What follows belongs to an exercise in optimizing a design on an open flow for small area, a short achievable clock period and few clock cycles per item; a production flow would make more cautious choices. Function was checked by simulation only, so behaviour that the tests miss may differ from the original. Power figures rest on the tool's default switching activity, not on a simulated workload.

Setup of run 1:
==> flow/design.v <==
package edf_pkg;
  localparam int unsigned NUM_SLOTS = 8;
  localparam int unsigned DATA_W    = 16;
  localparam int unsigned SLACK_W   = 17;
endpackage
module edf_sched_top
(
  input  logic        clk_i,
  input  logic        rst_ni,
  input  logic        req_valid_i,
  output logic        req_ready_o,
  input  logic        req_op_i,
  input  logic [2:0]  req_task_slot_i,
  input  logic [15:0] req_exec_time_i,
  input  logic [15:0] req_period_ticks_i,
  input  logic [15:0] req_rel_deadline_i,
  output logic        rsp_valid_o,
  input  logic        rsp_ready_i,
  output logic        rsp_cpu_busy_o,
  output logic [2:0]  rsp_running_slot_o,
  input  logic        cfg_we_i,
  input  logic [3:0]  cfg_wdata_i
);
  localparam int N = 8;
  function automatic logic slack_lt(input logic [16:0] a, input logic [16:0] b);
    logic [31:0] g, e;
    logic [16:0] x, y;
    x = {~a[16], a[15:0]};
    y = {~b[16], b[15:0]};
    g = '0;
    e = '1;
    for (int k = 0; k < 17; k = k + 1) begin
      g[k] = ~x[k] & y[k];
      e[k] = ~(x[k] ^ y[k]);
    end
    for (int w = 16; w >= 1; w = w / 2) begin
      for (int k = 0; k < w; k = k + 1) begin
        g[k] = g[2*k+1] | (e[2*k+1] & g[2*k]);
        e[k] = e[2*k+1] & e[2*k];
      end
    end
    slack_lt = g[0];
  endfunction
  function automatic logic [15:0] dec16(input logic [15:0] a);
    logic [15:0] y;
    y[0] = ~a[0];
    for (int k = 1; k < 16; k = k + 1) begin
      y[k] = a[k] ^ ~|(a & ((1 << k) - 1));
    end
    dec16 = y;
  endfunction
  function automatic logic [16:0] dec17(input logic [16:0] a);
    logic [16:0] y;
    y[0] = ~a[0];
    for (int k = 1; k < 17; k = k + 1) begin
      y[k] = a[k] ^ ~|(a & ((1 << k) - 1));
    end
    dec17 = y;
  endfunction
  function automatic logic [16:0] cdec17(input logic [16:0] a, input logic en);
    logic [16:0] y;
    y[0] = a[0] ^ en;
    for (int k = 1; k < 17; k = k + 1) begin
      y[k] = a[k] ^ (en & ~|(a & ((1 << k) - 1)));
    end
    cdec17 = y;
  endfunction
  logic        ready_q;
  logic        ready_o_q;      
  logic        tick_q;         
  logic [7:0]  upd_q;          
  logic [7:0]  rst_q;          
  logic [7:0]  ld_q;           
  logic [16:0] dm_q;           
  logic [15:0] per_q;          
  logic [7:0]  ld2_q;          
  logic signed [16:0] k1_r_q;  
  logic        p2_q;           
  logic [3:0]  tc_q;
  logic acc, acc_load, acc_tick;
  assign acc      = req_valid_i & ready_q;
  assign acc_load = acc & ~req_op_i;
  assign acc_tick = acc &  req_op_i;
  always_ff @(posedge clk_i) begin
    dm_q  <= dec17({1'b0, req_rel_deadline_i});
    per_q <= req_period_ticks_i;
  end
  logic tick;
  assign tick = tick_q;
  logic per_le1;
  assign per_le1 = (per_q[15:1] == 15'd0);
  always_ff @(posedge clk_i) begin
    k1_r_q <= $signed(dm_q - {1'b0, (per_le1 ? 16'd1 : per_q)} + 17'd2);
    p2_q   <= (per_q == 16'd2);
  end
  logic [15:0]        e_q  [N];
  logic [15:0]        d_q  [N];
  logic signed [16:0] k1_q [N];
  logic [N-1:0]       p1_q;    
  logic [15:0]        w_q  [N];
  logic signed [16:0] sm_q [N];
  logic [16:0]        x    [N];
  logic [N-1:0]       nz_q;    
  logic [N-1:0]       rel_q;   
  logic [N-1:0] active, elig, win;
  for (genvar i = 0; i < N; i++) begin : g_act
    assign active[i] = tc_q[3] | (tc_q[2:0] > 3'(i));
    assign elig[i]   = active[i] & nz_q[i];
  end
  logic [N-1:0] le_q [N];
  for (genvar i = 0; i < N; i++) begin : g_cmp_i
    for (genvar j = 0; j < N; j++) begin : g_cmp_j
      if (i < j) begin : g_lt
        always_ff @(posedge clk_i) le_q[i][j] <= ~slack_lt(x[j], x[i]);
      end else begin : g_ge
        assign le_q[i][j] = 1'b0;
      end
    end
  end
  for (genvar i = 0; i < N; i++) begin : g_win
    logic [N-1:0] beat;
    for (genvar j = 0; j < N; j++) begin : g_b
      if (j < i) begin : g_lo
        assign beat[j] = ~elig[j] | ~le_q[j][i];
      end else if (j > i) begin : g_hi
        assign beat[j] = ~elig[j] | le_q[i][j];
      end else begin : g_me
        assign beat[j] = elig[i];
      end
    end
    assign win[i] = &beat;
  end
  logic       busy;
  logic [2:0] slot;
  assign busy = |elig;
  assign slot = {win[4] | win[5] | win[6] | win[7],
                 win[2] | win[3] | win[6] | win[7],
                 win[1] | win[3] | win[5] | win[7]};
  for (genvar i = 0; i < N; i++) begin : g_slot
    logic wr, ld, upd, rst, rel_d;
    logic [15:0] w_dec;
    logic [16:0] sm_d;
    assign wr    = acc_load & (req_task_slot_i == 3'(i));
    assign ld    = ld_q[i];
    assign upd   = upd_q[i];
    assign rst   = rst_q[i];
    assign w_dec = dec16(w_q[i]);
    always_comb begin
      if (ld)       x[i] = dm_q;
      else if (rst) x[i] = {1'b0, d_q[i]};
      else          x[i] = sm_q[i];
    end
    assign sm_d = cdec17(x[i], upd);
    always_comb begin
      if (ld)                 rel_d = per_le1;
      else if (rst)           rel_d = p1_q[i];
      else if (upd && ld2_q[i]) rel_d = p2_q;
      else if (upd)           rel_d = (sm_q[i] == k1_q[i]);
      else                    rel_d = rel_q[i];
    end
    always_ff @(posedge clk_i) begin
      if (wr) begin
        e_q[i] <= req_exec_time_i;
        d_q[i] <= req_rel_deadline_i;
      end
      if (ld) begin
        p1_q[i] <= per_le1;
      end
      if (ld2_q[i]) begin
        k1_q[i] <= k1_r_q;
      end
      ld2_q[i] <= ld;
      sm_q[i]  <= sm_d;
      rel_q[i] <= rel_d;
      ld_q[i]  <= wr;
      upd_q[i] <= acc_tick & active[i];
      rst_q[i] <= acc_tick & active[i] & rel_d;
      if (ld || rst) begin
        w_q[i]  <= e_q[i];
        nz_q[i] <= (e_q[i] != 16'd0);
      end else if (upd && win[i]) begin
        w_q[i]  <= w_dec;
        nz_q[i] <= (w_q[i] != 16'd1);
      end
    end
  end
  logic [1:0] cnt_q, cnt_d;
  logic [3:0] m_q [3];
  logic       ov_q;
  logic       pop;
  logic [3:0] res;
  assign res   = {busy, slot};
  assign pop   = ov_q & rsp_ready_i;
  assign cnt_d = cnt_q + 2'(tick) - 2'(pop);
  always_ff @(posedge clk_i) begin
    for (int k = 0; k < 3; k++) begin
      if (pop) begin
        if (tick && (2'(k) == cnt_q - 2'd1)) m_q[k] <= res;
        else if (k < 2)                      m_q[k] <= m_q[k+1];
      end else if (tick && (2'(k) == cnt_q)) begin
        m_q[k] <= res;
      end
    end
  end
  always_ff @(posedge clk_i or negedge rst_ni) begin
    if (!rst_ni) begin
      ready_q <= 1'b1;
      ready_o_q <= 1'b1;
      tick_q  <= 1'b0;
      cnt_q   <= 2'd0;
      ov_q    <= 1'b0;
      tc_q    <= 4'd0;
    end else begin
      tick_q  <= acc_tick;
      cnt_q   <= cnt_d;
      ov_q    <= (cnt_d != 2'd0);
      ready_q <= ({1'b0, cnt_d} + {2'b0, acc_tick}) < 3'd3;
      ready_o_q <= ~(cnt_d[1] & (cnt_d[0] | acc_tick));
      if (cfg_we_i) tc_q <= cfg_wdata_i;
    end
  end
  assign req_ready_o        = ready_o_q;
  assign rsp_valid_o        = ov_q;
  assign rsp_cpu_busy_o     = m_q[0][3];
  assign rsp_running_slot_o = m_q[0][2:0];
endmodule
clock: 10.0 ns
lec_check: 0
cap_margin: 20
core_margin: 2
core_utilization: 50
slew_margin: 20
tns_end_percent: 100
standard.sh (not shown) runs the stock make flow with config.mk's settings and CLKGATE_MAP_FILE= SYNTH_SCRIPT=/design/flow/synth_recipe.tcl, a recipe that flattens the netlist after the stock synthesis.
==> flow/flow/run.sh <==
#!/bin/bash
# Standard ORFS layout, with timing repair aiming for 7 ns of setup slack.
set -euo pipefail
bash standard.sh SETUP_SLACK_MARGIN=7 finish > standard_flow.log 2>&1
Testbench counts of run 1, summed over its fixed seeds: cycles 9,728, ticks 8,624.
Here is what was changed in the inputs of run 2 compared with run 1.
--- a/flow/design.v
+++ b/flow/design.v
@@ -22,25 +22,19 @@
   input  logic [3:0]  cfg_wdata_i
 );
   localparam int N = 8;
   function automatic logic slack_lt(input logic [16:0] a, input logic [16:0] b);
-    logic [31:0] g, e;
     logic [16:0] x, y;
-    x = {~a[16], a[15:0]};
-    y = {~b[16], b[15:0]};
-    g = '0;
-    e = '1;
-    for (int k = 0; k < 17; k = k + 1) begin
-      g[k] = ~x[k] & y[k];
-      e[k] = ~(x[k] ^ y[k]);
-    end
-    for (int w = 16; w >= 1; w = w / 2) begin
-      for (int k = 0; k < w; k = k + 1) begin
-        g[k] = g[2*k+1] | (e[2*k+1] & g[2*k]);
-        e[k] = e[2*k+1] & e[2*k];
-      end
-    end
-    slack_lt = g[0];
+    logic        lt, eq;
+    x  = {~a[16], a[15:0]};
+    y  = {~b[16], b[15:0]};
+    lt = 1'b0;
+    eq = 1'b1;
+    for (int k = 16; k >= 0; k = k - 1) begin
+      lt = lt | (eq & ~x[k] & y[k]);
+      eq = eq & ~(x[k] ^ y[k]);
+    end
+    slack_lt = lt;
   endfunction
   function automatic logic [15:0] dec16(input logic [15:0] a);
     logic [15:0] y;
     y[0] = ~a[0];
[summary]
- Run 2 ended up with a higher combinational cell fraction of total power than run 1 did.
- Going from run 1 to run 2, area used by multi-input combinational logic moved down; reg2reg setup slack decreased 0.19 ns; number of buffers inserted to repair setup after CTS up 23.
- In the flow results for run 1 and run 2, the all-layer global routing usage is larger on run 2.
- Diff run 2..run 1 | number of failing hold endpoints at the final stage | unchanged
- Sort run 1 and run 2 by overall via count from detail_route desc -> top: run 2
- Summary of run 2 over run 1: number of clock-tree buffers in the layout climbed 10; relative area change from synthesis to final layout climbed 3.1 points; part of the cycle the worst path needs dropped 4.5 points; total number of multi-input combinational cells climbed about 5%.
- Relative to run 1, the proportion of synthesized area in mux cells of run 2 is lower by 1.3 points.
- Sort run 1 and run 2 by final core area utilization desc -> top: run 2
Testbench counts of run 2, summed over its fixed seeds: cycles 9,728, ticks 8,624.

-- port drivers added, routing unchanged --
Ports are ideal in the flow. The routed layouts listed here were re-timed in OpenROAD.
Step 1 (the two cells are an assumption about what drives the block):
set clk [get_ports {clk_i}]
set_driving_cell -lib_cell sky130_fd_sc_hd__clkbuf_16 $clk
set_driving_cell -lib_cell sky130_fd_sc_hd__buf_2 [delete_from_list [all_inputs] $clk]
Step 2 times the ports against the registers' clock, not the clock port: input delays grow and output delays shrink by t, the midpoint of the rising clock arrivals with the driver on.
Three values: ideal, step 1, step 2; two values: the first two.
run | t (ns) | setup WS [ns] | hold WS [ns] | worst register clock-pin slew, ns
run 1 | 0.731 | 6.252 / 6.272 / 5.541 | 0.457 / 0.457 / 0.457 | 0.07 / 0.07
run 2 | 0.723 | 6.699 / 6.667 / 6.081 | 0.522 / 0.522 / 0.522 | 0.07 / 0.07
After both steps setup and hold are still met in every run listed. For run 1, which loses most, drivers alone change the setup slack by +0.020 ns; drivers and shift together by -0.711 ns.
